This is an optimization exercise on Yosys and OpenROAD, whose aim is a short achievable clock period and few clock cycles per item, not a production implementation.
At most, simulation tests tie the RTL to the original design; equivalence was not proved.
For run 1, only the layout was checked, not whether the RTL still works.
In runs 3 to 5 the design's own scripts or RTL, not TritonCTS, make the clock network.
No driver is modelled on the clock port, so clock power and skew are understated where the tree is cut down; a real chip needs a root buffer or a tree.
Power is estimated from default activity; no workload was simulated.

===== flow/config.mk =====
export PLATFORM = sky130hd
export DESIGN_NAME = exe_top
export DESIGN_NICKNAME = exe_top
export VERILOG_FILES = /design/flow/design.v
export SDC_FILE = /design/flow/constraint.sdc
export NUM_CORES = 4
export LEC_CHECK = 0
export ABC_CLOCK_PERIOD_IN_PS = 1500
export CAP_MARGIN = 20
export CORE_MARGIN = 2
export CORE_UTILIZATION = 40
export SETUP_SLACK_MARGIN = 4.7
export SLEW_MARGIN = 20
export TNS_END_PERCENT = 100

===== flow/constraint.sdc =====
create_clock -name core_clock -period 7.0 [get_ports {clk}]
set_input_delay 1.4000 -clock core_clock [delete_from_list [all_inputs] [get_ports {clk}]]
set_output_delay 1.4000 -clock core_clock [all_outputs]
set_load 0.01 [all_outputs]

===== flow/design.v =====
package exe_pkg;
        localparam int XLEN       = 32;
        localparam int REG_ADDR_W = 5;
        localparam logic [6:0] OPC_OP     = 7'b0110011;
        localparam logic [6:0] OPC_OP_IMM = 7'b0010011;
        localparam logic [6:0] OPC_BRANCH = 7'b1100011;
        localparam logic [6:0] OPC_LUI    = 7'b0110111;
        localparam logic [6:0] OPC_AUIPC  = 7'b0010111;
        localparam logic [2:0] ALU_ADD_SUB = 3'b000;
        localparam logic [2:0] ALU_SLL     = 3'b001;
        localparam logic [2:0] ALU_SLT     = 3'b010;
        localparam logic [2:0] ALU_SLTU    = 3'b011;
        localparam logic [2:0] ALU_XOR     = 3'b100;
        localparam logic [2:0] ALU_SRL_SRA = 3'b101;
        localparam logic [2:0] ALU_OR      = 3'b110;
        localparam logic [2:0] ALU_AND     = 3'b111;
        localparam logic [2:0] BR_BEQ  = 3'b000;
        localparam logic [2:0] BR_BNE  = 3'b001;
        localparam logic [2:0] BR_BLT  = 3'b100;
        localparam logic [2:0] BR_BGE  = 3'b101;
        localparam logic [2:0] BR_BLTU = 3'b110;
        localparam logic [2:0] BR_BGEU = 3'b111;
        localparam int C1 = 11;
        localparam int C2 = 22;
        typedef struct packed {
                logic [31:0]             instr;
                logic [XLEN-1:0]         pc;
                logic [XLEN-1:0]         rs1;
                logic [XLEN-1:0]         rs2;
        } raw_rec_t;
        typedef struct packed {
                logic                    is_alu;
                logic                    is_br;
                logic                    is_up;
                logic [2:0]              funct3;
                logic                    alt;      
                logic [REG_ADDR_W-1:0]   rd;
        } ctl_t;
        typedef struct packed {
                ctl_t                    ctl;
                logic                    sub;      
                logic [XLEN-1:0]         x;        
                logic [XLEN-1:0]         yx;       
                logic [XLEN-1:0]         pa;       
                logic [XLEN-1:0]         pb;       
        } dec_rec_t;
        typedef struct packed {
                ctl_t                    ctl;
                logic [C1:0]             a_lo;     
                logic [C1:0]             p_lo;
                logic [31:C1]            x_hi;
                logic [31:C1]            yx_hi;
                logic [31:C1]            pa_hi;
                logic [31:C1]            pb_hi;
                logic [XLEN-1:0]         other;    
                logic                    fill;     
                logic [2:0]              sh_lo;    
                logic                    eq;
        } ex1_rec_t;
        typedef struct packed {
                ctl_t                    ctl;
                logic [C2:0]             a_lo;
                logic [C2:0]             p_lo;
                logic [31:C2]            x_hi;
                logic [31:C2]            yx_hi;
                logic [31:C2]            pa_hi;
                logic [31:C2]            pb_hi;
                logic [XLEN-1:0]         other;    
                logic                    eq;
        } ex2_rec_t;
        typedef struct packed {
                ctl_t                    ctl;
                logic [XLEN-1:0]         arith;    
                logic [XLEN-1:0]         other;
                logic                    eq;
                logic                    lt;
                logic                    ltu;
                logic [XLEN-1:0]         pcsum;    
        } ex3_rec_t;
        typedef struct packed {
                logic [REG_ADDR_W-1:0]   rd;
                logic                    wr;
                logic [XLEN-1:0]         result;
                logic                    taken;
                logic [XLEN-1:0]         target;
        } out_rec_t;
endpackage
`timescale 1ns/100ps
module operand_decode (
        input  exe_pkg::raw_rec_t   raw_i,
        output exe_pkg::dec_rec_t   rec_o
);
        logic [6:0]                 opcode;
        logic [2:0]                 funct3;
        logic [exe_pkg::XLEN-1:0]   imm_i;
        logic [exe_pkg::XLEN-1:0]   imm_b;
        logic [exe_pkg::XLEN-1:0]   imm_u;
        logic [exe_pkg::XLEN-1:0]   y;
        logic [exe_pkg::XLEN-1:0]   x_rev;
        logic                       is_op;
        logic                       is_op_imm;
        logic                       is_br;
        logic                       is_auipc;
        logic                       sub;
        assign opcode = raw_i.instr[6:0];
        assign funct3 = raw_i.instr[14:12];
        assign imm_i = {{20{raw_i.instr[31]}}, raw_i.instr[31:20]};
        assign imm_b = {{20{raw_i.instr[31]}}, raw_i.instr[7], raw_i.instr[30:25],
                        raw_i.instr[11:8], 1'b0};
        assign imm_u = {raw_i.instr[31:12], 12'd0};
        assign is_op     = (opcode == exe_pkg::OPC_OP);
        assign is_op_imm = (opcode == exe_pkg::OPC_OP_IMM);
        assign is_br     = (opcode == exe_pkg::OPC_BRANCH);
        assign is_auipc  = (opcode == exe_pkg::OPC_AUIPC);
        assign y   = is_op_imm ? imm_i : raw_i.rs2;
        assign sub = is_br | ((is_op | is_op_imm) &
                     ((is_op & raw_i.instr[30] & (funct3 == exe_pkg::ALU_ADD_SUB)) |
                      (funct3[2:1] == 2'b01)));
        always_comb begin
                for (int i = 0; i < 32; i++) begin
                        x_rev[i] = raw_i.rs1[31-i];
                end
        end
        always_comb begin
                rec_o.ctl.is_alu = is_op | is_op_imm;
                rec_o.ctl.is_br  = is_br;
                rec_o.ctl.is_up  = (opcode == exe_pkg::OPC_LUI) || is_auipc;
                rec_o.ctl.funct3 = funct3;
                rec_o.ctl.alt    = raw_i.instr[30] & (is_op |
                                   (is_op_imm & (funct3 == exe_pkg::ALU_SRL_SRA)));
                rec_o.ctl.rd     = raw_i.instr[11:7];
                rec_o.sub        = sub;
                rec_o.x          = ((is_op | is_op_imm) & (funct3 == exe_pkg::ALU_SLL))
                                   ? x_rev : raw_i.rs1;
                rec_o.yx         = y ^ {32{sub}};
                rec_o.pa         = (is_br | is_auipc) ? raw_i.pc : 32'd0;
                rec_o.pb         = is_br ? imm_b : imm_u;
        end
endmodule
`timescale 1ns/100ps
module pipe_slot #(
        parameter int W = 8
) (
        input  logic            clk,
        input  logic            reset_n,
        input  logic            prev_valid_i,    
        input  logic [W-1:0]    data_i,          
        input  logic            next_valid_i,    
        output logic            valid_o,
        output logic [W-1:0]    data_o
);
        always_ff @(posedge clk or negedge reset_n) begin
                if (!reset_n) begin
                        valid_o <= 1'b0;
                end else begin
                        valid_o <= valid_o ? next_valid_i : prev_valid_i;
                end
        end
        always_ff @(posedge clk) begin
                if (!valid_o) begin
                        data_o <= data_i;
                end
        end
endmodule
`timescale 1ns/100ps
module alu_stage1 (
        input  exe_pkg::dec_rec_t   rec_i,
        output exe_pkg::ex1_rec_t   rec_o
);
        localparam int C1 = exe_pkg::C1;
        logic [exe_pkg::XLEN-1:0]   x;
        logic [exe_pkg::XLEN-1:0]   y;
        logic [1:0]                 sh_hi;
        logic                       fill;
        logic                       is_shift;
        logic [exe_pkg::XLEN-1:0]   sh1;
        assign x        = rec_i.x;
        assign y        = rec_i.yx;          
        assign sh_hi    = y[4:3];
        assign fill     = rec_i.ctl.alt & rec_i.ctl.funct3[2] & x[31];
        assign is_shift = (rec_i.ctl.funct3[1:0] == 2'b01);
        always_comb begin
                case (sh_hi)
                        2'd0:    sh1 = x;
                        2'd1:    sh1 = {{8{fill}}, x[31:8]};
                        2'd2:    sh1 = {{16{fill}}, x[31:16]};
                        default: sh1 = {{24{fill}}, x[31:24]};
                endcase
        end
        always_comb begin
                rec_o.ctl   = rec_i.ctl;
                rec_o.a_lo  = {1'b0, x[C1-1:0]} + {1'b0, y[C1-1:0]} + {{C1{1'b0}}, rec_i.sub};
                rec_o.p_lo  = {1'b0, rec_i.pa[C1-1:0]} + {1'b0, rec_i.pb[C1-1:0]};
                rec_o.x_hi  = x[31:C1];
                rec_o.yx_hi = y[31:C1];
                rec_o.pa_hi = rec_i.pa[31:C1];
                rec_o.pb_hi = rec_i.pb[31:C1];
                if (is_shift) begin
                        rec_o.other = sh1;
                end else begin
                        case (rec_i.ctl.funct3)
                                exe_pkg::ALU_XOR: rec_o.other = x ^ y;
                                exe_pkg::ALU_OR:  rec_o.other = x | y;
                                default:          rec_o.other = x & y;
                        endcase
                end
                rec_o.fill  = fill;
                rec_o.sh_lo = y[2:0];
                rec_o.eq    = &(x ^ y);
        end
endmodule
module alu_stage2 (
        input  exe_pkg::ex1_rec_t   rec_i,
        output exe_pkg::ex2_rec_t   rec_o
);
        localparam int C1 = exe_pkg::C1;
        localparam int C2 = exe_pkg::C2;
        logic                       is_shift;
        logic signed [32:0]         sr_in;
        logic signed [32:0]         sr_out;
        assign is_shift = (rec_i.ctl.funct3[1:0] == 2'b01);
        assign sr_in    = {rec_i.fill, rec_i.other};
        assign sr_out   = sr_in >>> rec_i.sh_lo;
        always_comb begin
                rec_o.ctl   = rec_i.ctl;
                rec_o.a_lo  = {{1'b0, rec_i.x_hi[C2-1:C1]} + {1'b0, rec_i.yx_hi[C2-1:C1]}
                               + {{(C2-C1){1'b0}}, rec_i.a_lo[C1]},
                               rec_i.a_lo[C1-1:0]};
                rec_o.p_lo  = {{1'b0, rec_i.pa_hi[C2-1:C1]} + {1'b0, rec_i.pb_hi[C2-1:C1]}
                               + {{(C2-C1){1'b0}}, rec_i.p_lo[C1]},
                               rec_i.p_lo[C1-1:0]};
                rec_o.x_hi  = rec_i.x_hi[31:C2];
                rec_o.yx_hi = rec_i.yx_hi[31:C2];
                rec_o.pa_hi = rec_i.pa_hi[31:C2];
                rec_o.pb_hi = rec_i.pb_hi[31:C2];
                rec_o.other = is_shift ? sr_out[31:0] : rec_i.other;
                rec_o.eq    = rec_i.eq;
        end
endmodule
module alu_stage3 (
        input  exe_pkg::ex2_rec_t   rec_i,
        output exe_pkg::ex3_rec_t   rec_o
);
        localparam int C2 = exe_pkg::C2;
        logic [32-C2:0]             a_hi;
        logic [32-C2:0]             p_hi;
        assign a_hi = {1'b0, rec_i.x_hi} + {1'b0, rec_i.yx_hi} + {{(32-C2){1'b0}}, rec_i.a_lo[C2]};
        assign p_hi = {1'b0, rec_i.pa_hi} + {1'b0, rec_i.pb_hi} + {{(32-C2){1'b0}}, rec_i.p_lo[C2]};
        always_comb begin
                rec_o.ctl   = rec_i.ctl;
                rec_o.arith = {a_hi[31-C2:0], rec_i.a_lo[C2-1:0]};
                rec_o.pcsum = {p_hi[31-C2:0], rec_i.p_lo[C2-1:0]};
                rec_o.other = rec_i.other;
                rec_o.eq    = rec_i.eq;
                rec_o.ltu   = ~a_hi[32-C2];
                rec_o.lt    = (rec_i.x_hi[31] == rec_i.yx_hi[31]) ? rec_i.x_hi[31]
                                                                  : a_hi[31-C2];
        end
endmodule
module alu_select (
        input  exe_pkg::ex3_rec_t   rec_i,
        output exe_pkg::out_rec_t   rec_o
);
        logic [exe_pkg::XLEN-1:0]   other_rev;
        logic [exe_pkg::XLEN-1:0]   alu_out;
        logic                       br_taken;
        always_comb begin
                for (int i = 0; i < 32; i++) begin
                        other_rev[i] = rec_i.other[31-i];
                end
        end
        always_comb begin
                case (rec_i.ctl.funct3)
                        exe_pkg::ALU_ADD_SUB: alu_out = rec_i.arith;
                        exe_pkg::ALU_SLL:     alu_out = other_rev;
                        exe_pkg::ALU_SLT:     alu_out = {31'd0, rec_i.lt};
                        exe_pkg::ALU_SLTU:    alu_out = {31'd0, rec_i.ltu};
                        default:              alu_out = rec_i.other;
                endcase
        end
        always_comb begin
                case (rec_i.ctl.funct3)
                        exe_pkg::BR_BEQ:  br_taken = rec_i.eq;
                        exe_pkg::BR_BNE:  br_taken = ~rec_i.eq;
                        exe_pkg::BR_BLT:  br_taken = rec_i.lt;
                        exe_pkg::BR_BGE:  br_taken = ~rec_i.lt;
                        exe_pkg::BR_BLTU: br_taken = rec_i.ltu;
                        exe_pkg::BR_BGEU: br_taken = ~rec_i.ltu;
                        default:          br_taken = 1'b0;
                endcase
        end
        always_comb begin
                rec_o.wr     = rec_i.ctl.is_alu | rec_i.ctl.is_up;
                rec_o.rd     = (rec_i.ctl.is_alu | rec_i.ctl.is_up) ? rec_i.ctl.rd : '0;
                rec_o.result = rec_i.ctl.is_alu ? alu_out :
                               rec_i.ctl.is_up  ? rec_i.pcsum : '0;
                rec_o.taken  = rec_i.ctl.is_br & br_taken;
                rec_o.target = rec_i.ctl.is_br ? rec_i.pcsum : '0;
        end
endmodule
`timescale 1ns/100ps
module exe_top (
        input  logic                                clk,
        input  logic                                reset_n,
        input  logic                                in_req_i,
        output logic                                in_ack_o,
        input  logic [31:0]                         instr_i,
        input  logic [exe_pkg::XLEN-1:0]            pc_i,
        input  logic [exe_pkg::XLEN-1:0]            rs1_i,
        input  logic [exe_pkg::XLEN-1:0]            rs2_i,
        output logic                                res_req_o,
        input  logic                                res_ack_i,
        output logic [exe_pkg::REG_ADDR_W-1:0]      rd_addr_o,
        output logic                                write_rd_o,
        output logic [exe_pkg::XLEN-1:0]            result_o,
        output logic                                branch_taken_o,
        output logic [exe_pkg::XLEN-1:0]            branch_target_o
);
        logic                   v0, v1, v2, v3, v4;
        logic                   done;            
        logic                   load4;           
        exe_pkg::raw_rec_t      raw_in;
        exe_pkg::raw_rec_t      s0;
        exe_pkg::dec_rec_t      dec_d, s1;
        exe_pkg::ex1_rec_t      ex1_d, s2;
        exe_pkg::ex2_rec_t      ex2_d, s3;
        exe_pkg::ex3_rec_t      ex3_d, s4;
        exe_pkg::out_rec_t      out_d, out_q;
        localparam int DEC_W = $bits(s1);
        localparam int EX1_W = $bits(s2);
        localparam int EX2_W = $bits(s3);
        always_ff @(posedge clk or negedge reset_n) begin
                if (!reset_n) begin
                        in_ack_o <= 1'b0;
                        v0       <= 1'b0;
                end else begin
                        in_ack_o <= in_ack_o ? in_req_i : (in_req_i & ~v0);
                        v0       <= v0 ? v1 : (in_req_i & ~in_ack_o);
                end
        end
        assign raw_in.instr = instr_i;
        assign raw_in.pc    = pc_i;
        assign raw_in.rs1   = rs1_i;
        assign raw_in.rs2   = rs2_i;
        always_ff @(posedge clk) begin
                if (!v0) begin
                        s0 <= raw_in;
                end
        end
        operand_decode u_decode (
                .raw_i (s0),
                .rec_o (dec_d)
        );
        pipe_slot #(.W(DEC_W)) u_s1 (
                .clk          (clk),
                .reset_n      (reset_n),
                .prev_valid_i (v0),
                .data_i       (dec_d),
                .next_valid_i (v2),
                .valid_o      (v1),
                .data_o       (s1)
        );
        alu_stage1 u_alu1 (
                .rec_i (s1),
                .rec_o (ex1_d)
        );
        pipe_slot #(.W(EX1_W)) u_s2 (
                .clk          (clk),
                .reset_n      (reset_n),
                .prev_valid_i (v1),
                .data_i       (ex1_d),
                .next_valid_i (v3),
                .valid_o      (v2),
                .data_o       (s2)
        );
        alu_stage2 u_alu2 (
                .rec_i (s2),
                .rec_o (ex2_d)
        );
        pipe_slot #(.W(EX2_W)) u_s3 (
                .clk          (clk),
                .reset_n      (reset_n),
                .prev_valid_i (v2),
                .data_i       (ex2_d),
                .next_valid_i (v4 & ~done),
                .valid_o      (v3),
                .data_o       (s3)
        );
        alu_stage3 u_alu3 (
                .rec_i (s3),
                .rec_o (ex3_d)
        );
        assign done  = res_req_o & res_ack_i;
        assign load4 = v3 & (~v4 | done);
        always_ff @(posedge clk or negedge reset_n) begin
                if (!reset_n) begin
                        v4        <= 1'b0;
                        res_req_o <= 1'b0;
                end else begin
                        v4        <= load4 | (v4 & ~done);
                        res_req_o <= res_req_o ? ~res_ack_i : (v4 & ~res_ack_i);
                end
        end
        always_ff @(posedge clk) begin
                if (load4) begin
                        s4 <= ex3_d;
                end
        end
        alu_select u_sel (
                .rec_i (s4),
                .rec_o (out_d)
        );
        always_ff @(posedge clk) begin
                out_q <= out_d;
        end
        assign rd_addr_o       = out_q.rd;
        assign write_rd_o      = out_q.wr;
        assign result_o        = out_q.result;
        assign branch_taken_o  = out_q.taken;
        assign branch_target_o = out_q.target;
endmodule

===== flow/run.sh =====
#!/bin/bash
# synth_recipe.tcl (not shown) runs the flow's synth.tcl, then flattens the netlist and writes it again
# the make line also repeats each setting of config.mk as NAME=value (left out here)
make -C /OpenROAD-flow-scripts/flow DESIGN_CONFIG=/design/flow/config.mk WORK_HOME=/design/flow/orfs CLKGATE_MAP_FILE= SYNTH_SCRIPT=/design/flow/synth_recipe.tcl finish

==> key figures, run 1 <==
STA
  – Relative slew slack: 37.1%
  – RSZ-0062 raised after global routing: true
  – Layout Skew: 0.0318 ns
  – Count of final setup violators: 0
  – Final period util: 36.4%
  – Worst-Margin Slew: 0.938 ns
  – Hold slack: 0.402 ns
  – Post-layout minimum cycle time: 2.55 ns
  – Final setup TNS: 0 ns
  – Fmax: 393 MHz
  – Fin. Hold Viols: 0
  – Max-slew violation count: 0

Critical path
  – CP top delay family: flip-flops
  – Worst path max stage delay: 0.39 ns
  – Crit path DAT: 1.15 ns
  – Crit path kind: reg2out
  – CP max FO: 2
  – FF-to-FF End: u_s3.data_o[94]
  – Worst reg2reg startpoint: u_s2.data_o[37]
  – Worst-path cell chain: buf_6
  – Critical Path End Type: primary output
  – Crit start category: flip-flop
  – Crit-path slowest cell: dfrtp_1
  – R2R cell count: 8
  – Flop2flop setup slack: 4.67 ns
  – WP data required: 5.60 ns
  – CP bufs+invs: 1

Yosys
  – Syn nets: 2392
  – Synth cell types: 67
  – Mean Syn Cell Area: 14.6 um^2
  – Syn Std Cell Area: 31200 um^2
  – Cells after synthesis: 2138
  – Yosys warns: 9
  – Synthesized flop and latch total: 742
  – Post-synth EDFFs: 664
  – Sequential share of the synthesized area: 69.0%
  – Post-synth ARST share: 0.943%
  – Ys flop type: edfxtp_1

GRT
  – Most Used Layer, Global Route: met2
  – Met3 Use GR: 2.67%
  – GR Layer Usage met2: 29.1%
  – Vias in the first global route: 17500
  – GR Overflow Total: 0
  – Met1 Resource Use GR: 25.3%
  – Initial antenna violation count: 10
  – Largest net degree at the start of global routing: 120
  – Global-route wire length before repair: 110 mm
  – GRT Total Usage: 18.1%

Routing
  – Via Count: 17500
  – 1st-pass router iterations: 5
  – WL per Instance: 21.1 um
  – Routed vias/inst: 5.04
  – # DRC: 0
  – DRT iter0 DRCs: 1584
  – Total Wirelength: 73.4 mm
  – Final ANT Viol Nets: 0

Placed design
  – Post-DP HPWL: 52.7 mm
  – Placed instance area: 34400 um^2
  – RePlAce Congestion: 0.858
  – Placed insts: 3319
  – I/O Buffers: 204

Power and ir drop
  – Power Density: 507 nW/um^2
  – Clk pwr share: 21.5%
  – Switching Power: 6640 uW
  – P_int: 12300 uW
  – Sequential power share: 44.9%
  – VDD IR max: 233 uV
  – LEAKAGE: 0.0147 uW
  – Sw frac: 35.0%
  – Combinational fraction of design power: 33.6%

Layout
  – Fraction of layout cells with a size suffix above 1: 15.8%
  – Antenna cell count: 0
  – Post-route cell area: 37400 um^2
  – Nets: 2632
  – FILL cells: 6667
  – Final Util: 48.4%
  – Synthesis-to-finish area growth: 19.9%
  – Layout Cells excl Fill: 3476

CTS
  – CTS tree: yes
  – Cts bufs inserted: 77
  – Reg clk slew, reported paths: 0.06 ns
  – Worst-skew pair later-pin latency: 0.63 ns
  – Cts hold-fix bufs: 0
  – CTS sink count: 742
  – Max Buffers Root-to-Sink: 3
  – Root buf cell: clkbuf_16
  – H-tree depth: 3

Status
  – Status: complete, no violations

Floorplanning
  – Die area: 80300 um^2
  – FP Rows: 102
  – DIE WIDTH: 283 um
  – IO Count: 205
  – Starting Density: 40.3%
  – Die H: 283 um
  – Core Region: 77300 um^2

Job
  – Max Cap Violations: 0

Worst hold path
  – Worst hold start: u_s3.data_o[22]
  – Hold Path Sink: s4[56]
  – Hold crit path type: reg2reg
  – Hold Path Depth: 0
==> stage by stage <==
stage / setup WS [ns] / total power (uW)
finish: 4.45 / 19000
global placement: 3.55 / 14500
global route: 4.42 / 20100
detailed placement: 3.51 / 14700
floorplan: -0.805 / 12100
CTS: 4.41 / 18900
==> cells in the mapped netlist (all sizes together), types with 3 or more instances <==
cell    instances  share of area, %
xor2            9              0.25
mux4            5              0.36
or3             5              0.10
a211oi         18              0.43
o22ai          28              0.56
nand2b         12              0.24
o21ai         109               1.7
a22o           31              0.87
nand3b          4             0.096
o21a           12              0.29
nand2         110               1.3
and2           78               1.6
dfrtp           7              0.56
nor3           15              0.24
nor2          109               1.3
edfxtp        664                64
a21boi          3             0.072
o41ai           3             0.084
xnor2          64               1.8
inv           125               1.5
and3            4             0.080
o311ai          4              0.11
nand4          10              0.20
nand3           8              0.13
nor2b          24              0.48
mux2           44               1.9
fa             11              0.71
or2             4             0.080
ha            111               4.5
buf            27              0.60
a21oi         133               2.1
a21o           34              0.82
dfxtp          71               4.6
o31ai           4             0.096
clkbuf         61              0.73
mux2i         142               4.6
or4             6              0.16
==> layout by cell type, fill, tap and decap left out, drive strengths merged, types with 5 or more instances in the layout <==
cell | synthesis | final
a21oi | 133 | 133
nand2b | 12 | 12
bufinv | 0 | 6
nor2 | 109 | 109
buf | 27 | 114
a211oi | 18 | 18
edfxtp | 664 | 664
clkinvlp | 0 | 15
dfxtp | 71 | 71
o21ai | 109 | 109
clkdlybuf4s50 | 0 | 131
clkinv | 0 | 21
nand3 | 8 | 8
mux2i | 142 | 142
mux2 | 44 | 44
nand2 | 110 | 110
mux4 | 5 | 5
a22o | 31 | 31
and2 | 78 | 78
nor3 | 15 | 15
dfrtp | 7 | 7
nor2b | 24 | 24
xor2 | 9 | 9
nand4 | 10 | 10
clkbuf | 61 | 101
fa | 11 | 11
xnor2 | 64 | 64
inv | 125 | 122
o21a | 12 | 12
a21o | 34 | 34
ha | 111 | 111
o22ai | 28 | 28
or4 | 6 | 7
or3 | 5 | 5
==> layout make-up <==
class | count | area (um^2) | share of cell area [%]
flip-flops and latches | 742 | 21600 | 57.7
multi-input cells | 1184 | 9020 | 24.1
repair buffers | 246 | 2420 | 6.48
clock buffers | 100 | 2120 | 5.66
well taps | 1040 | 1300 | 3.48
inverters | 125 | 493 | 1.32
clock inverters | 37 | 460 | 1.23
repair inverters | 2 | 10.0 | 0.0268
==> how the worst max path moves through the flow <==
stage	from	end	slack (ns)	cells after the start
2_1_floorplan	u_s3.valid_o	s4[0]	-0.80	2
3_3_place_gp	res_ack_i	s4[84]	3.55	4
3_5_place_dp	res_ack_i	s4[86]	3.51	4
4_1_cts	in_ack_o	in_ack_o	4.41	1
5_1_grt	res_req_o	res_req_o	4.42	1
6_report	in_ack_o	in_ack_o	4.45	1
==> sequential cells by signal, summed over array words and instances (netlist names), 71 cells and up <==
name,count
out_q,71
s4,110
s0,128
u_s1.data_o,140
u_s2.data_o,156
u_s3.data_o,130
==> routing by layer <==
layer	part of all wire (%)	up-vias
met5	0	-
met4	2.7	0
met3	4.8	107
met2	47	430
met1	45	8610
li1	-	8357
==> power groups by stage <==
stage	combinational [uW]	sequential, uW	clock (uW)
3_3_place_gp	5950	8570	0
4_1_cts	6190	8530	4190
3_5_place_dp	6050	8610	0
6_report	6380	8530	4080
5_1_grt	7020	8710	4360
2_1_floorplan	4010	8120	0
==> cells by family after synthesis <==
family / after synthesis / share of synthesized area, %
and+or+nand+nor: 399 / 6.32
AOI/OAI and AO/OA: 398 / 7.75
DFF: 742 / 69.0
adders and majority gates: 122 / 5.16
buffers and inverters: 213 / 2.84
xor gates and xnor gates: 73 / 2.05
muxes: 191 / 6.87
==> repair_timing <==
action                                 4_1_cts  5_1_grt
resized for setup                          382       80
setup endpoints to repair                  472      374
endpoints found under the hold margin        0        0
gates cloned                                 3        2
pin swaps                                    7       13
buffers inserted                             9        6
==> inputs of run 2 (changes only) <==
--- a/flow/design.v
+++ b/flow/design.v
@@ -318,7 +318,10 @@
 );
         logic                   v0, v1, v2, v3, v4;
         logic                   done;            
-        logic                   load4;           
+        logic [1:0]             q_v;             
+        logic                   q_wp;
+        logic                   q_rp;
+        logic                   q_full;          
         exe_pkg::raw_rec_t      raw_in;
         exe_pkg::raw_rec_t      s0;
         exe_pkg::dec_rec_t      dec_d, s1;
@@ -326,9 +329,11 @@
         exe_pkg::ex2_rec_t      ex2_d, s3;
         exe_pkg::ex3_rec_t      ex3_d, s4;
         exe_pkg::out_rec_t      out_d, out_q;
+        exe_pkg::out_rec_t      q_mem0, q_mem1;
         localparam int DEC_W = $bits(s1);
         localparam int EX1_W = $bits(s2);
         localparam int EX2_W = $bits(s3);
+        localparam int EX3_W = $bits(s4);
         always_ff @(posedge clk or negedge reset_n) begin
                 if (!reset_n) begin
                         in_ack_o <= 1'b0;
@@ -382,7 +387,7 @@
                 .reset_n      (reset_n),
                 .prev_valid_i (v2),
                 .data_i       (ex2_d),
-                .next_valid_i (v4 & ~done),
+                .next_valid_i (v4),
                 .valid_o      (v3),
                 .data_o       (s3)
         );
@@ -390,28 +395,57 @@
                 .rec_i (s3),
                 .rec_o (ex3_d)
         );
-        assign done  = res_req_o & res_ack_i;
-        assign load4 = v3 & (~v4 | done);
+        pipe_slot #(.W(EX3_W)) u_s4 (
+                .clk          (clk),
+                .reset_n      (reset_n),
+                .prev_valid_i (v3),
+                .data_i       (ex3_d),
+                .next_valid_i (q_full),
+                .valid_o      (v4),
+                .data_o       (s4)
+        );
+        alu_select u_sel (
+                .rec_i (s4),
+                .rec_o (out_d)
+        );
+        assign q_full = q_v[q_wp];
+        assign done   = res_req_o & res_ack_i;
         always_ff @(posedge clk or negedge reset_n) begin
                 if (!reset_n) begin
-                        v4        <= 1'b0;
+                        q_v       <= 2'b00;
+                        q_wp      <= 1'b0;
+                        q_rp      <= 1'b0;
                         res_req_o <= 1'b0;
                 end else begin
-                        v4        <= load4 | (v4 & ~done);
-                        res_req_o <= res_req_o ? ~res_ack_i : (v4 & ~res_ack_i);
+                        if (v4 && !q_v[0] && !q_wp) begin
+                                q_v[0] <= 1'b1;
+                        end else if (done && !q_rp) begin
+                                q_v[0] <= 1'b0;
+                        end
+                        if (v4 && !q_v[1] && q_wp) begin
+                                q_v[1] <= 1'b1;
+                        end else if (done && q_rp) begin
+                                q_v[1] <= 1'b0;
+                        end
+                        if (v4 && !q_v[q_wp]) begin
+                                q_wp <= ~q_wp;
+                        end
+                        if (done) begin
+                                q_rp <= ~q_rp;
+                        end
+                        res_req_o <= res_req_o ? ~res_ack_i : (q_v[q_rp] & ~res_ack_i);
                 end
         end
         always_ff @(posedge clk) begin
-                if (load4) begin
-                        s4 <= ex3_d;
+                if (!q_v[0] && !q_wp) begin
+                        q_mem0 <= out_d;
+                end
+                if (!q_v[1] && q_wp) begin
+                        q_mem1 <= out_d;
                 end
         end
-        alu_select u_sel (
-                .rec_i (s4),
-                .rec_o (out_d)
-        );
         always_ff @(posedge clk) begin
-                out_q <= out_d;
+                out_q <= q_rp ? q_mem1 : q_mem0;
         end
         assign rd_addr_o       = out_q.rd;
         assign write_rd_o      = out_q.wr;
==> key figures, run 2 <==
Status
  – Status: complete, no violations

Layout
  – Max reg flops: 156
  – Largest regs: u_s2.data_o: 156 flops, u_s1.data_o: 140 flops, u_s3.data_o: 130 flops
  – Commonest cells after routing, fill and taps aside: 806 x edfxtp_1, 139 x mux2i_1, 134 x a21oi_1, 131 x clkdlybuf4s50_1, 117 x inv_1
  – Top reg by flops: u_s2.data_o
  – Synthesis-to-finish area growth: 18.6%
  – Fraction of layout cells with a size suffix above 1: 17.4%
  – Nets: 2872
  – Post-route cell area: 43200 um^2
  – Commonest non-fill, non-tap cell in the layout: edfxtp_1
  – FILL cells: 7629

Critical path
  – FF-to-FF End: u_s1.data_o[96]
  – Crit-path slowest cell: dfrtp_1
  – R2R cell count: 5
  – Worst path max stage delay: 0.38 ns
  – CP top delay family: flip-flops
  – Crit path DAT: 1.20 ns
  – WP data required: 5.60 ns
  – Crit start category: flip-flop
  – Worst-path cell chain: buf_2
  – Flop2flop setup slack: 4.74 ns
  – Critical Path Sink: in_ack_o
  – Worst reg2reg startpoint: s0[102]
  – Crit path kind: reg2out
  – Worst path depth: 1
  – CP max FO: 2
  – Critical Path End Type: primary output
  – CP bufs+invs: 1
  – Setup crit start: in_ack_o

Yosys
  – Mean Syn Cell Area: 15.4 um^2
  – Library cell with the largest summed area after synthesis: edfxtp_1
  – Yosys warns: 10
  – Most common cell in the synthesized netlist: edfxtp_1
  – Synth cell types: 68
  – Most instantiated cells after synthesis: 806 x edfxtp_1, 140 x a21oi_1, 139 x mux2i_1
  – Post-synth top area share: 66.4%
  – Synthesized flop and latch total: 888
  – Cells after synthesis: 2372
  – Post-synth ARST share: 1.24%
  – Ys flop type: edfxtp_1
  – Post-synth EDFFs: 806
  – Syn Std Cell Area: 36500 um^2
  – Synth top area cells: edfxtp_1 66%, dfxtp_1 3.9%, mux2i_1 3.8%, ha_1 3.8%, mux2_2 2.7%
  – Syn nets: 2626
  – Sequential share of the synthesized area: 71.0%

Routing
  – Final ANT Viol Nets: 0
  – # DRC: 0
  – WL per Instance: 21.2 um
  – Via Count: 19600
  – M1 wire length: 37.4 mm
  – Routed vias/inst: 5.06
  – 1st-pass router iterations: 5
  – Met2 WL: 39.2 mm
  – Top sig layer: met4
  – DRT iter0 DRCs: 1303
  – Total Wirelength: 82.2 mm
  – Met3 routed WL: 3.55 mm

CTS
  – Worst-skew pair later-pin latency: 0.68 ns
  – Max Buffers Root-to-Sink: 3
  – CTS tree: yes
  – Cts hold-fix bufs: 0
  – Reg clk slew, reported paths: 0.06 ns
  – Root buf cell: clkbuf_16
  – H-tree depth: 3
  – Cts bufs inserted: 93
  – CTS sink count: 888

Floorplanning
  – FP Rows: 110
  – Core Region: 90100 um^2
  – IO Count: 205
  – Die area: 93600 um^2
  – Starting Density: 40.4%
  – Die H: 306 um
  – DIE WIDTH: 306 um

Placed design
  – RePlAce Congestion: 0.878
  – Placed instance area: 39800 um^2
  – Post-DP HPWL: 57.1 mm
  – I/O Buffers: 204

STA
  – Post-layout minimum cycle time: 2.60 ns
  – Hold slack: 0.390 ns
  – Max-slew violation count: 0
  – RSZ-0062 raised after global routing: true
  – Layout Skew: 0.0437 ns
  – Relative slew slack: 30.3%
  – Fmax: 385 MHz
  – Final setup TNS: 0 ns
  – Final period util: 37.1%
  – Fin. Hold Viols: 0
  – Worst-Margin Slew: 1.05 ns
  – Count of final setup violators: 0

GRT
  – Initial antenna violation count: 2
  – GR Overflow Total: 0
  – Global-route wire length before repair: 123 mm
  – Largest net degree at the start of global routing: 142
  – Vias in the first global route: 19600
  – GRT Total Usage: 17.4%

Power and ir drop
  – LEAKAGE: 0.0167 uW
  – VDD IR max: 318 uV
  – Power Density: 523 nW/um^2

Job
  – Max Cap Violations: 0

Worst hold path
  – Hold crit path type: reg2reg
-- run 2: cell count changes in the layout (fill, tap and decap cells not counted), moves of 12 or more --
cell / change
buf_6: -14
mux2_2: +73
edfxtp_1: +142
clkbuf_16: +20
nor2_1: -12
clkbuf_1: +14
-- run 2: report_power, final --
group          internal [uW]  leakage, uW  switching, uW
Clock                   2750      0.00148           2030
Combinational           2930      0.00631           4430
Sequential              9180      0.00892           1280
Total                  14900       0.0167           7740
-- run 2: worst min path at each step --
stage                     startpoint  cells past startpoint  slack (ns)               end
finish               u_s1.data_o[63]                      0        0.39   u_s2.data_o[78]
global route         u_s1.data_o[63]                      0        0.40   u_s2.data_o[78]
CTS                  u_s1.data_o[63]                      0        0.39   u_s2.data_o[78]
detailed placement  u_s1.data_o[132]                      0        0.40  u_s2.data_o[148]
global placement     u_s1.data_o[14]                      0        0.40   u_s2.data_o[40]
floorplan            u_s1.data_o[32]                      0        0.40  u_s2.data_o[121]
-- run 2: cell type report --
class	instances	area (um^2)	area share [%]
Antenna cell	1	2.50	0.00579
Clock buffer	136	2700	6.25
Clock inverter	36	363	0.839
Inverter	127	498	1.15
Multi-Input combinational cell	1259	9910	22.9
Sequential cell	888	25900	60.0
Tap cell	1176	1470	3.40
Timing Repair Buffer	248	2340	5.42
Timing Repair inverter	1	5.00	0.0116
-- run 2: routing by layer --
metal / global-route usage, % / vias to the layer above
met2: 28.0 / 537
met5: 0 / -
met1: 24.4 / 9602
met3: 2.38 / 128
li1: - / 9332
met4: 5.45 / 0
-- run 2: cell families (layout without fill, tap and decap cells) --
| logic type | after synthesis | count (layout) | synth area share [%] |
|---|---|---|---|
| muxes | 262 | 262 | 8.08 |
| DFF | 888 | 888 | 71.0 |
| and+or+nand+nor | 379 | 381 | 5.09 |
| other | 0 | 1 | 0 |
| buffers and inverters | 227 | 548 | 2.57 |
| adders and majority gates | 122 | 122 | 4.41 |
| xor gates and xnor gates | 76 | 76 | 1.83 |
| AOI/OAI and AO/OA | 418 | 418 | 7.00 |
-- run 2: through the flow --
stage / instances / total power (uW) / util (%) / worst slack (ns)
final: 3872 / 22600 / 48.0 / 4.40
after global routing: 3871 / 23900 / 48.0 / 4.36
after CTS: 3861 / 22500 / 47.5 / 4.36
after detailed placement: 3680 / 17700 / 44.1 / 4.20
after global placement: 3680 / 17500 / 44.1 / 4.27
after floorplan: 2372 / 14800 / - / 3.88
-- run 2: timing repair --
item | 4_1_cts | 5_1_grt
buffers inserted | 7 | 8
endpoints found under the setup margin | 485 | 314
gates resized for setup | 362 | 77
pin swaps | 5 | 18
gates cloned | 2 | 2
Testbench counts of run 2, summed over its fixed seeds: cycles 36,072, items 18,000.
==> inputs of run 3 (changes only) <==
==> flow/flow/run.sh (new file) <==
#!/bin/bash
# The standard layout (standard.sh: ORFS synthesis to final), except
# that the clock tree comes from flow/ctree.tcl, hooked into ORFS's CTS
# step through PRE_CTS_TCL: the clock port feeds four root buffers, each
# root feeds a group of leaf buffers, each leaf about 22 flip-flops.
# standard.sh's own output goes to standard.log in this folder.
set -euo pipefail
here=$(pwd)
export PRE_CTS_TCL="$here/flow/pre_cts.tcl"
bash standard.sh > "$here/standard.log" 2>&1
==> flow/flow/ctree.tcl (new file) <==
# Two-level balanced clock tree: the clock port feeds NROOT root buffers, each
# root feeds a group of leaf buffers, each leaf feeds a compact group of
# about LEAF_SINKS flip-flop clock pins. Groups are cut from the sinks
# sorted into vertical strips, then along each strip, so they hold equal counts.

proc ctree_center {it} {
  set b [[$it getInst] getBBox]
  return [list [expr {([$b xMin] + [$b xMax]) / 2}] [expr {([$b yMin] + [$b yMax]) / 2}]]
}

# split items (each {x y payload}) into n groups of nearly equal size, compact
proc ctree_split {items n} {
  set cnt [llength $items]
  if {$n <= 1} { return [list $items] }
  set ns [expr {max(1, int(round(sqrt($n))))}]
  set per_strip [expr {int(ceil(double($n) / $ns))}]
  set ns [expr {int(ceil(double($n) / $per_strip))}]
  set byx [lsort -integer -index 0 $items]
  set groups {}
  set done 0
  set gdone 0
  for {set s 0} {$s < $ns} {incr s} {
    set gin [expr {min($per_strip, $n - $gdone)}]
    set take [expr {int(round(double($cnt) * ($gdone + $gin) / $n)) - $done}]
    set strip [lrange $byx $done [expr {$done + $take - 1}]]
    set strip [lsort -integer -index 1 $strip]
    set sd 0
    for {set g 0} {$g < $gin} {incr g} {
      set t [expr {int(round(double($take) * ($g + 1) / $gin)) - $sd}]
      lappend groups [lrange $strip $sd [expr {$sd + $t - 1}]]
      incr sd $t
    }
    incr done $take
    incr gdone $gin
  }
  return $groups
}

proc ctree_centroid {items} {
  set sx 0; set sy 0
  foreach i $items { set sx [expr {$sx + [lindex $i 0]}]; set sy [expr {$sy + [lindex $i 1]}] }
  set n [llength $items]
  return [list [expr {$sx / $n}] [expr {$sy / $n}]]
}

proc ctree_build {clk_name buf_name nroot leaf_sinks} {
  set db [ord::get_db]
  set block [ord::get_db_block]
  set master [$db findMaster $buf_name]
  set clk [$block findNet $clk_name]
  set sinks {}
  foreach it [$clk getITerms] {
    set c [ctree_center $it]
    lappend sinks [list [lindex $c 0] [lindex $c 1] $it]
  }
  set nleaf [expr {max($nroot, int(round(double([llength $sinks]) / $leaf_sinks)))}]
  # leaves per root as equal as possible: cut sinks into nroot regions first
  set regions [ctree_split $sinks $nroot]
  set li 0
  set ri 0
  foreach region $regions {
    set nl [expr {max(1, int(round(double([llength $region]) * $nleaf / [llength $sinks])))}]
    set leaves [ctree_split $region $nl]
    set leaf_pts {}
    foreach grp $leaves {
      lappend leaf_pts [concat [ctree_centroid $grp] [list $grp]]
    }
    set rc [ctree_centroid $leaf_pts]
    set root [odb::dbInst_create $block $master "clkroot_$ri"]
    $root setLocation [expr {int([lindex $rc 0])}] [expr {int([lindex $rc 1])}]
    $root setPlacementStatus PLACED
    set rnet [odb::dbNet_create $block "clknet_root_$ri"]
    $rnet setSigType CLOCK
    [$root findITerm A] connect $clk
    [$root findITerm X] connect $rnet
    foreach lp $leaf_pts {
      set leaf [odb::dbInst_create $block $master "clkleaf_$li"]
      $leaf setLocation [expr {int([lindex $lp 0])}] [expr {int([lindex $lp 1])}]
      $leaf setPlacementStatus PLACED
      set lnet [odb::dbNet_create $block "clknet_leaf_$li"]
      $lnet setSigType CLOCK
      [$leaf findITerm A] connect $rnet
      [$leaf findITerm X] connect $lnet
      foreach s [lindex $lp 2] {
        set it [lindex $s 2]
        $it disconnect
        $it connect $lnet
      }
      incr li
    }
    incr ri
  }
  puts "ctree: [llength $sinks] sinks, $ri roots, $li leaves"
}
==> flow/flow/pre_cts.tcl (new file) <==
# Sourced by ORFS's cts.tcl (PRE_CTS_TCL) right after it loads the placed
# design. Builds a two-level balanced clock tree (flow/ctree.tcl) and
# turns the clock_tree_synthesis call that follows into setting the
# clock as propagated, so the rest of cts.tcl (legalisation, timing
# repair) runs as usual on this tree.

source [file join [file dirname [info script]] ctree.tcl]

set_dont_use $::env(DONT_USE_CELLS)
ctree_build clk sky130_fd_sc_hd__clkbuf_16 4 22

proc clock_tree_synthesis { args } {
  puts "clock tree built by flow/ctree.tcl; clock_tree_synthesis $args not run"
  set_propagated_clock [all_clocks]
}
==> flow/standard.sh (new file) <==
#!/bin/bash
# synth_recipe.tcl (not shown) runs the flow's synth.tcl, then flattens the netlist and writes it again
# the make line also repeats each setting of config.mk as NAME=value (left out here)
make -C /OpenROAD-flow-scripts/flow DESIGN_CONFIG=/design/flow/config.mk WORK_HOME=/design/flow/orfs CLKGATE_MAP_FILE= SYNTH_SCRIPT=/design/flow/synth_recipe.tcl "${@:-finish}"
--- a/flow/config.mk
+++ b/flow/config.mk
@@ -8,7 +8,7 @@
 export ABC_CLOCK_PERIOD_IN_PS = 1500
 export CAP_MARGIN = 20
 export CORE_MARGIN = 2
-export CORE_UTILIZATION = 40
+export CORE_UTILIZATION = 55
 export SETUP_SLACK_MARGIN = 4.7
 export SLEW_MARGIN = 20
 export TNS_END_PERCENT = 100
removed: flow/run.sh
==> key figures, run 3 <==
Yosys
  – Synth cell types: 68
  – Post-synth top area share: 66.4%
  – Library cell with the largest summed area after synthesis: edfxtp_1
  – Cells after synthesis: 2372
  – Post-synth EDFFs: 806
  – Synthesized flop and latch total: 888
  – Most instantiated cells after synthesis: 806 x edfxtp_1, 140 x a21oi_1, 139 x mux2i_1
  – Yosys warns: 10
  – Mean Syn Cell Area: 15.4 um^2
  – Synth top area cells: edfxtp_1 66%, dfxtp_1 3.9%, mux2i_1 3.8%, ha_1 3.8%, mux2_2 2.7%
  – Syn nets: 2626
  – Sequential share of the synthesized area: 71.0%
  – Most common cell in the synthesized netlist: edfxtp_1
  – Ys flop type: edfxtp_1
  – Post-synth ARST share: 1.24%
  – Syn Std Cell Area: 36500 um^2

Critical path
  – Crit start category: flip-flop
  – R2R cell count: 5
  – Worst path max stage delay: 0.40 ns
  – Crit path kind: reg2out
  – CP top delay family: flip-flops
  – Critical Path End Type: primary output
  – Crit path DAT: 0.92 ns
  – CP max FO: 2
  – Worst-path cell chain: buf_6
  – Worst path depth: 1
  – CP bufs+invs: 1
  – Crit-path slowest cell: dfrtp_1
  – WP data required: 5.60 ns

Power and ir drop
  – LEAKAGE: 0.0157 uW
  – Power Density: 498 nW/um^2
  – VDD IR max: 246 uV

GRT
  – Largest net degree at the start of global routing: 106
  – Initial antenna violation count: 3
  – GR Overflow Total: 0
  – Global-route wire length before repair: 116 mm
  – GRT Total Usage: 22.5%
  – Vias in the first global route: 18600

Placed design
  – Placed instance area: 39400 um^2
  – RePlAce Congestion: 0.864
  – Post-DP HPWL: 55.2 mm
  – I/O Buffers: 204
  – Place WS: 4.37 ns

Routing
  – Via Count: 19200
  – DRT iter0 DRCs: 1757
  – Total Wirelength: 78.7 mm
  – # DRC: 0
  – Routed vias/inst: 5.59
  – Final ANT Viol Nets: 0
  – 1st-pass router iterations: 5
  – WL per Instance: 22.9 um

STA
  – Relative slew slack: 29.8%
  – Fmax: 431 MHz
  – RSZ-0062 raised after global routing: true
  – Final setup TNS: 0 ns
  – Final period util: 33.1%
  – Hold slack: 0.415 ns
  – Post-layout minimum cycle time: 2.32 ns
  – Count of final setup violators: 0
  – Fin. Hold Viols: 0
  – Layout Skew: 0.0666 ns
  – Setup ws final: 4.68 ns
  – Worst-Margin Slew: 1.05 ns
  – Max-slew violation count: 0

Layout
  – Antenna cell count: 0
  – Largest regs: u_s2.data_o: 156 flops, u_s1.data_o: 140 flops, u_s3.data_o: 130 flops
  – Max reg flops: 156
  – Top reg by flops: u_s2.data_o
  – Synthesis-to-finish area growth: 11.4%
  – Commonest non-fill, non-tap cell in the layout: edfxtp_1
  – Fraction of layout cells with a size suffix above 1: 14.0%
  – Nets: 2827
  – Post-route cell area: 40600 um^2
  – Commonest cells after routing, fill and taps aside: 806 x edfxtp_1, 139 x mux2i_1, 136 x a21oi_1, 131 x clkdlybuf4s50_1, 116 x inv_1

Floorplanning
  – IO Count: 205
  – DIE WIDTH: 261 um
  – Die H: 261 um
  – FP Rows: 94
  – Core Region: 65700 um^2
  – Die area: 68400 um^2
  – Starting Density: 55.5%

Worst hold path
  – Hold Path Depth: 0
  – Hold crit path type: reg2reg

Status
  – Status: complete, no violations

CTS
  – Reg clk slew, reported paths: 0.09 ns
  – Worst-skew pair later-pin latency: 0.45 ns
  – Cts hold-fix bufs: 0

Job
  – Max Cap Violations: 0
## run 3: kinds of logic (layout without fill, tap and decap cells)
kind of cell | Yosys count | count (layout) | share of synthesized area (%)
AO/OA/AOI/OAI | 418 | 418 | 7.00
AND/OR/NAND/NOR | 379 | 380 | 5.09
buffers and inverters | 227 | 425 | 2.57
XOR/XNOR | 76 | 76 | 1.83
flip-flops | 888 | 888 | 71.0
multiplexers | 262 | 262 | 8.08
adder cells (fa/ha/maj) | 122 | 122 | 4.41
## run 3: final timing paths
kind                           startpoint                to  slack [ns]
max                              in_ack_o          in_ack_o        4.68
min                        u_s3.data_o[8]   u_s4.data_o[42]        0.42
max reg2reg                        s0[98]  u_s1.data_o[103]        4.74
min reg2reg                u_s3.data_o[8]   u_s4.data_o[42]        0.42
max in group asynchronous         reset_n              q_rp        5.22
min in group asynchronous         reset_n      u_s2.valid_o        1.37
## run 3: what timing repair did
action	CTS	global route
pin swaps	1	12
setup buffers	5	10
endpoints found under the setup margin	455	269
resized for setup	330	54
cloned	2	3
## run 3: layer usage
metal | GRT usage, % | share of wire (%)
met1 | 34.7 | 47
met2 | 35.2 | 46
met3 | 2.01 | 4.9
met4 | 4.72 | 2.5
met5 | 0 | 0.017
## run 3: area by class of cell
class	count	area (um^2)
Tap cell	864	1080
Timing Repair Buffer	251	2140
Multi-Input combinational cell	1258	9860
Timing Repair inverter	3	17.5
Inverter	127	500
Buffer	44	1100
Fill cell	4900	25100
Sequential cell	888	25900
## run 3: metrics by stage
step                instances  total power, uW  util, %
floorplan                2372            14800        -
finish                   3435            20200     61.8
global route             3435            21400     61.8
global placement         3370            17500     60.0
detailed placement       3371            17700     60.0
CTS                      3422            20100     61.3
## run 3: where the power goes
part / internal [uW] / switching (uW)
clock network: 1120 / 1480
registers: 9150 / 1240
logic: 2820 / 4410
==> inputs of run 4 (changes only) <==
--- a/flow/config.mk
+++ b/flow/config.mk
@@ -8,7 +8,7 @@
 export ABC_CLOCK_PERIOD_IN_PS = 1500
 export CAP_MARGIN = 20
 export CORE_MARGIN = 2
-export CORE_UTILIZATION = 55
+export CORE_UTILIZATION = 40
 export SETUP_SLACK_MARGIN = 4.7
 export SLEW_MARGIN = 20
 export TNS_END_PERCENT = 100
==> key figures, run 4 <==
Placed design
  – RePlAce Congestion: 0.878
  – Post-DP HPWL: 57.1 mm
  – Placed insts: 3680
  – Placed instance area: 39800 um^2
  – I/O Buffers: 204

Power and ir drop
  – LEAKAGE: 0.0157 uW
  – Power Density: 494 nW/um^2
  – VDD IR max: 322 uV

GRT
  – Vias in the first global route: 18900
  – Initial antenna violation count: 2
  – GRT Total Usage: 16.6%
  – Largest net degree at the start of global routing: 142
  – GR Overflow Total: 0
  – Global-route wire length before repair: 120 mm

Floorplanning
  – DIE WIDTH: 306 um
  – Die area: 93600 um^2
  – IO Count: 205
  – Starting Density: 40.4%
  – Core Region: 90100 um^2
  – Die H: 306 um
  – FP Rows: 110

Critical path
  – Worst path depth: 1
  – Flop2flop setup slack: 4.73 ns
  – Worst path max stage delay: 0.39 ns
  – FF-to-FF End: u_s1.data_o[125]
  – Crit start category: flip-flop
  – Worst-path cell chain: buf_2
  – Crit path DAT: 0.93 ns
  – CP top delay family: flip-flops
  – CP bufs+invs: 1
  – Worst reg2reg startpoint: s0[98]
  – WP data required: 5.60 ns
  – Critical Path Sink: in_ack_o
  – Crit path kind: reg2out
  – CP max FO: 2
  – Critical Path End Type: primary output
  – Crit-path slowest cell: dfrtp_1
  – Setup crit start: in_ack_o
  – R2R cell count: 5

STA
  – RSZ-0062 raised after global routing: true
  – Max-slew violation count: 0
  – Hold slack: 0.419 ns
  – Layout Skew: 0.0573 ns
  – Fin. Hold Viols: 0
  – Final setup TNS: 0 ns
  – Post-layout minimum cycle time: 2.33 ns
  – Relative slew slack: 30.4%
  – Worst-Margin Slew: 1.04 ns
  – Count of final setup violators: 0
  – Final period util: 33.2%
  – Fmax: 430 MHz

CTS
  – Reg clk slew, reported paths: 0.09 ns
  – Worst-skew pair later-pin latency: 0.45 ns
  – Cts hold-fix bufs: 0

Job
  – Max Cap Violations: 0

Yosys
  – Post-synth ARST share: 1.24%
  – Cells after synthesis: 2372
  – Synth top area cells: edfxtp_1 66%, dfxtp_1 3.9%, mux2i_1 3.8%, ha_1 3.8%, mux2_2 2.7%
  – Mean Syn Cell Area: 15.4 um^2
  – Ys flop type: edfxtp_1
  – Syn nets: 2626
  – Post-synth top area share: 66.4%
  – Sequential share of the synthesized area: 71.0%
  – Syn Std Cell Area: 36500 um^2
  – Synthesized flop and latch total: 888
  – Library cell with the largest summed area after synthesis: edfxtp_1
  – Synth cell types: 68
  – Most common cell in the synthesized netlist: edfxtp_1
  – Most instantiated cells after synthesis: 806 x edfxtp_1, 140 x a21oi_1, 139 x mux2i_1
  – Post-synth EDFFs: 806
  – Yosys warns: 10

Routing
  – Total Wirelength: 80.6 mm
  – WL per Instance: 21.5 um
  – Routed vias/inst: 5.09
  – Final ANT Viol Nets: 0
  – # DRC: 0
  – 1st-pass router iterations: 7
  – Via Count: 19100
  – DRT iter0 DRCs: 1520

Layout
  – Top reg by flops: u_s2.data_o
  – Post-route cell area: 41000 um^2
  – Max reg flops: 156
  – Fraction of layout cells with a size suffix above 1: 14.1%
  – Synthesis-to-finish area growth: 12.5%
  – FILL cells: 7820
  – Layout Cells excl Fill: 3746
  – Largest regs: u_s2.data_o: 156 flops, u_s1.data_o: 140 flops, u_s3.data_o: 130 flops
  – Nets: 2826
  – Commonest cells after routing, fill and taps aside: 806 x edfxtp_1, 139 x mux2i_1, 134 x a21oi_1, 131 x clkdlybuf4s50_1, 116 x inv_1
  – Commonest non-fill, non-tap cell in the layout: edfxtp_1
  – Antenna cell count: 0

Status
  – Status: complete, no violations

Worst hold path
  – Hold crit path type: reg2reg
  – Hold Path Depth: 0
## run 4: final cells by class
| class | count | area, um^2 | share of cell area [%] |
|---|---|---|---|
| Inverter | 127 | 498 | 1.21 |
| Multi-Input combinational cell | 1259 | 9890 | 24.1 |
| Tap cell | 1176 | 1470 | 3.59 |
| Sequential cell | 888 | 25900 | 63.2 |
| Buffer | 44 | 1100 | 2.68 |
| Timing Repair Buffer | 252 | 2150 | 5.25 |
## run 4: power by group
part,total [uW],switching [uW],internal [uW]
registers,10400,1260,9150
logic,7240,4390,2850
clock network,2630,1510,1120
## run 4: metrics by stage
step	util [%]	power, uW	setup slack, ns
6_report	45.5	20300	4.67
5_1_grt	45.5	21500	4.63
4_1_cts	45.2	20300	4.63
3_5_place_dp	44.1	17700	4.20
3_3_place_gp	44.1	17500	4.27
2_1_floorplan	-	14800	3.88
## run 4: worst min-delay path by stage
stage,startpoint,to
2_1_floorplan,u_s1.data_o[32],u_s2.data_o[121]
3_3_place_gp,u_s1.data_o[14],u_s2.data_o[40]
3_5_place_dp,u_s1.data_o[132],u_s2.data_o[148]
4_1_cts,u_s3.data_o[8],u_s4.data_o[42]
5_1_grt,u_s3.data_o[85],u_s4.data_o[12]
6_report,u_s3.data_o[8],u_s4.data_o[42]
## run 4: logic make-up after synthesis
kind of cell,share of synthesized area [%]
adder cells (fa/ha/maj),4.41
XOR/XNOR,1.83
buffers and inverters,2.57
AO/OA/AOI/OAI,7.00
multiplexers,8.08
flip-flops,71.0
AND/OR/NAND/NOR,5.09
## run 4: metal layers
metal | track usage (%) | vias to the layer above | part of all wire (%)
met5 | 0 | - | 0
met4 | 3.12 | 0 | 2.7
met3 | 1.22 | 97 | 4.1
met2 | 27.3 | 487 | 47
met1 | 24.5 | 9358 | 46
li1 | - | 9137 | -
## run 4: what timing repair did
action                     4_1_cts  5_1_grt
pin swaps                        2       24
resized for setup              338       50
buffers inserted                 3       17
gates cloned                     1        1
setup endpoints to repair      487      315
==> inputs of run 5 (changes only) <==
--- a/flow/flow/run.sh
+++ b/flow/flow/run.sh
@@ -3,6 +3,8 @@
 # that the clock tree comes from flow/ctree.tcl, hooked into ORFS's CTS
 # step through PRE_CTS_TCL: the clock port feeds four root buffers, each
 # root feeds a group of leaf buffers, each leaf about 22 flip-flops.
+# Before that, flow/pull.tcl moves each register that drives an output
+# port next to the port's buffer.
 # standard.sh's own output goes to standard.log in this folder.
 set -euo pipefail
 here=$(pwd)
==> flow/flow/pre_cts.tcl (replaced) <==
# Sourced by ORFS's cts.tcl (PRE_CTS_TCL) right after it loads the placed
# design. Moves the registers that drive output ports next to their port
# buffers (flow/pull.tcl), builds a two-level balanced clock tree
# (flow/ctree.tcl) and
# turns the clock_tree_synthesis call that follows into setting the
# clock as propagated, so the rest of cts.tcl (legalisation, timing
# repair) runs as usual on this tree.

source [file join [file dirname [info script]] ctree.tcl]
source [file join [file dirname [info script]] pull.tcl]

set_dont_use $::env(DONT_USE_CELLS)
pull_output_flops
ctree_build clk sky130_fd_sc_hd__clkbuf_16 4 22

proc clock_tree_synthesis { args } {
  puts "clock tree built by flow/ctree.tcl; clock_tree_synthesis $args not run"
  set_propagated_clock [all_clocks]
}
==> flow/flow/pull.tcl (new file) <==
# Moves each flip-flop that drives an output port's buffer onto that
# buffer, so the register-to-port wire is short; the detailed placement
# that follows in cts.tcl makes the placement legal again.

proc pull_output_flops {} {
  set block [ord::get_db_block]
  set moved 0
  foreach bt [$block getBTerms] {
    if {[$bt getIoType] ne "OUTPUT"} continue
    set net [$bt getNet]
    if {$net eq "NULL"} continue
    set buf ""
    foreach it [$net getITerms] { if {[$it isOutputSignal]} { set buf [$it getInst] } }
    if {$buf eq ""} continue
    set drv ""
    foreach it [$buf getITerms] {
      if {[$it isInputSignal] && [$it getNet] ne "NULL"} {
        foreach jt [[$it getNet] getITerms] { if {[$jt isOutputSignal]} { set drv [$jt getInst] } }
      }
    }
    if {$drv eq "" || ![string match "sky130_fd_sc_hd__df*" [[$drv getMaster] getName]]} continue
    set loc [$buf getLocation]
    $drv setLocation [lindex $loc 0] [lindex $loc 1]
    incr moved
  }
  puts "pull_output_flops: moved $moved flip-flops to their output buffers"
}
==> key figures, run 5 <==
STA
  – Fin. Hold Viols: 0
  – Final setup TNS: 0 ns
  – Hold slack: 0.418 ns
  – RSZ-0062 raised after global routing: true
  – Setup ws final: 4.67 ns
  – Worst-Margin Slew: 1.04 ns
  – Fmax: 429 MHz
  – Post-layout minimum cycle time: 2.33 ns
  – Max-slew violation count: 0
  – Relative slew slack: 30.8%
  – Layout Skew: 0.0517 ns
  – Count of final setup violators: 0
  – Final period util: 33.3%

Routing
  – Via Count: 19100
  – Total Wirelength: 82.0 mm
  – Routed vias/inst: 5.11
  – Final ANT Viol Nets: 0
  – WL per Instance: 21.9 um
  – # DRC: 0
  – DRT iter0 DRCs: 1539
  – 1st-pass router iterations: 5

Yosys
  – Cells after synthesis: 2372
  – Post-synth ARST share: 1.24%
  – Syn Std Cell Area: 36500 um^2
  – Yosys warns: 10
  – Most common cell in the synthesized netlist: edfxtp_1
  – Mean Syn Cell Area: 15.4 um^2
  – Sequential share of the synthesized area: 71.0%
  – Synth cell types: 68
  – Syn nets: 2626
  – Synth top area cells: edfxtp_1 66%, dfxtp_1 3.9%, mux2i_1 3.8%, ha_1 3.8%, mux2_2 2.7%
  – Most instantiated cells after synthesis: 806 x edfxtp_1, 140 x a21oi_1, 139 x mux2i_1
  – Post-synth top area share: 66.4%
  – Post-synth EDFFs: 806
  – Library cell with the largest summed area after synthesis: edfxtp_1
  – Ys flop type: edfxtp_1
  – Synthesized flop and latch total: 888

Floorplanning
  – DIE WIDTH: 306 um
  – IO Count: 205
  – Die area: 93600 um^2
  – Die H: 306 um
  – Core Region: 90100 um^2
  – FP Rows: 110
  – Starting Density: 40.4%

Placed design
  – I/O Buffers: 204
  – RePlAce Congestion: 0.878
  – Place WS: 4.20 ns
  – Post-DP HPWL: 57.1 mm

GRT
  – Most Used Layer, Global Route: met2
  – Initial antenna violation count: 2
  – Met1 Resource Use GR: 24.9%
  – Largest net degree at the start of global routing: 142
  – GR Overflow Total: 0
  – Met3 Use GR: 1.40%
  – GR Layer Usage met2: 27.6%
  – Vias in the first global route: 19000
  – GRT Total Usage: 16.9%
  – Global-route wire length before repair: 121 mm

Worst hold path
  – Hold crit path type: reg2reg
  – Worst hold start: u_s3.data_o[8]

Layout
  – Final Util: 45.5%
  – Commonest non-fill, non-tap cell in the layout: edfxtp_1
  – Commonest cells after routing, fill and taps aside: 806 x edfxtp_1, 139 x mux2i_1, 134 x a21oi_1, 131 x clkdlybuf4s50_1, 116 x inv_1
  – Top reg by flops: u_s2.data_o
  – Max reg flops: 156
  – Synthesis-to-finish area growth: 12.5%
  – Nets: 2826
  – FILL cells: 7774
  – Antenna cell count: 0
  – Largest regs: u_s2.data_o: 156 flops, u_s1.data_o: 140 flops, u_s3.data_o: 130 flops
  – Fraction of layout cells with a size suffix above 1: 14.0%

Critical path
  – Worst-path cell chain: buf_2
  – Critical Path End Type: primary output
  – Crit path kind: reg2out
  – CP bufs+invs: 1
  – Worst reg2reg startpoint: s0[98]
  – Worst path max stage delay: 0.39 ns
  – Crit-path slowest cell: dfrtp_1
  – Setup crit start: in_ack_o
  – Crit start category: flip-flop
  – CP top delay family: flip-flops
  – CP max FO: 2
  – WP data required: 5.60 ns
  – Crit path DAT: 0.93 ns

Power and ir drop
  – VDD IR max: 326 uV
  – LEAKAGE: 0.0157 uW
  – Power Density: 495 nW/um^2

CTS
  – Worst-skew pair later-pin latency: 0.45 ns
  – Reg clk slew, reported paths: 0.09 ns

Status
  – Status: complete, no violations

Job
  – Max Cap Violations: 0
-- run 5: cell type report --
class / instances / area (um^2) / area share (%)
plain buffers: 44 / 1100 / 2.68
well taps: 1176 / 1470 / 3.59
repair buffers: 252 / 2150 / 5.24
inverters: 127 / 498 / 1.21
multi-input cells: 1259 / 9890 / 24.1
flip-flops and latches: 888 / 25900 / 63.2
-- run 5: where the power goes --
part,switching [uW],internal (uW),total (uW)
Clock,1500,1120,2630
Sequential,1260,9140,10400
Combinational,4450,2850,7290
-- run 5: cell families (layout without fill, tap and decap cells) --
family          Yosys count  in the layout  synth area share, %
compound gates          418            418                 7.00
buf+inv                 227            423                 2.57
fa+ha+maj               122            122                 4.41
mux                     262            262                 8.08
simple gates            379            381                 5.09
xor+xnor                 76             76                 1.83
flops                   888            888                 71.0
-- run 5: per-stage QoR --
| stage | std cells | cell area, um^2 | total power (uW) |
|---|---|---|---|
| 2_1_floorplan | 2372 | 36500 | 14800 |
| 3_3_place_gp | 3680 | 39800 | 17500 |
| 3_5_place_dp | 3680 | 39800 | 17700 |
| 4_1_cts | 3728 | 40700 | 20300 |
| 5_1_grt | 3746 | 41000 | 21600 |
| 6_report | 3746 | 41000 | 20300 |
-- run 5: path summary, 6_finish.rpt --
check	end	slack, ns	depth (start not counted)
max	in_ack_o	4.67	1
min	u_s4.data_o[42]	0.42	0
max reg2reg	u_s1.data_o[125]	4.73	5
min reg2reg	u_s4.data_o[42]	0.42	0
max in group asynchronous	q_rp	5.26	1
min in group asynchronous	q_wp	1.35	1
-- run 5: metal layers --
metal,up-vias,share of wire [%]
met5,-,0
met4,0,2.5
met3,101,4.5
met2,506,47
met1,9386,46
li1,9135,-
-- run 5: repair_timing --
item,CTS,global route
buffers inserted,3,17
resized for setup,334,49
pin swaps,2,24
cloned,1,1
hold buffers,0,0
setup endpoints to repair,487,313

## re-timing with driven ports
Ports are ideal in the flow. The routed layouts listed here were re-timed in OpenROAD.
Step 1 (the two cells are an assumption about what drives the block):
set clk [get_ports {clk}]
set_driving_cell -lib_cell sky130_fd_sc_hd__clkbuf_16 $clk
set_driving_cell -lib_cell sky130_fd_sc_hd__buf_2 [delete_from_list [all_inputs] $clk]
Step 2 also shifts input and output timing later by t, the mid clock arrival at the registers, as if the neighbouring blocks saw the same clock.
Three values: no drivers, after step 1, after step 2; two values: the first two.
| run | t (ns) | setup slack, ns | hold slack, ns | worst setup path at the end | worst register clock-pin slew, ns |
|---|---|---|---|---|---|
| run 1 | 0.683 | 4.454 / 4.391 / 4.016 | 0.402 / 0.402 / 0.402 | input to register | 0.07 / 0.07 |
| run 2 | 0.718 | 4.402 / 4.342 / 4.648 | 0.390 / 0.390 / 0.390 | input to register | 0.07 / 0.07 |
| run 3 | 0.550 | 4.682 / 4.548 / 4.629 | 0.415 / 0.415 / 0.415 | input to register | 0.12 / 0.12 |
| run 4 | 0.558 | 4.673 / 4.535 / 4.621 | 0.419 / 0.419 / 0.419 | input to register | 0.11 / 0.11 |
| run 5 | 0.562 | 4.671 / 4.529 / 4.622 | 0.418 / 0.418 / 0.418 | input to register | 0.11 / 0.11 |
After both steps every run listed still meets setup and hold. The setup slack of run 1, which loses most, moves by -0.063 ns with the drivers and by -0.438 ns with both steps.
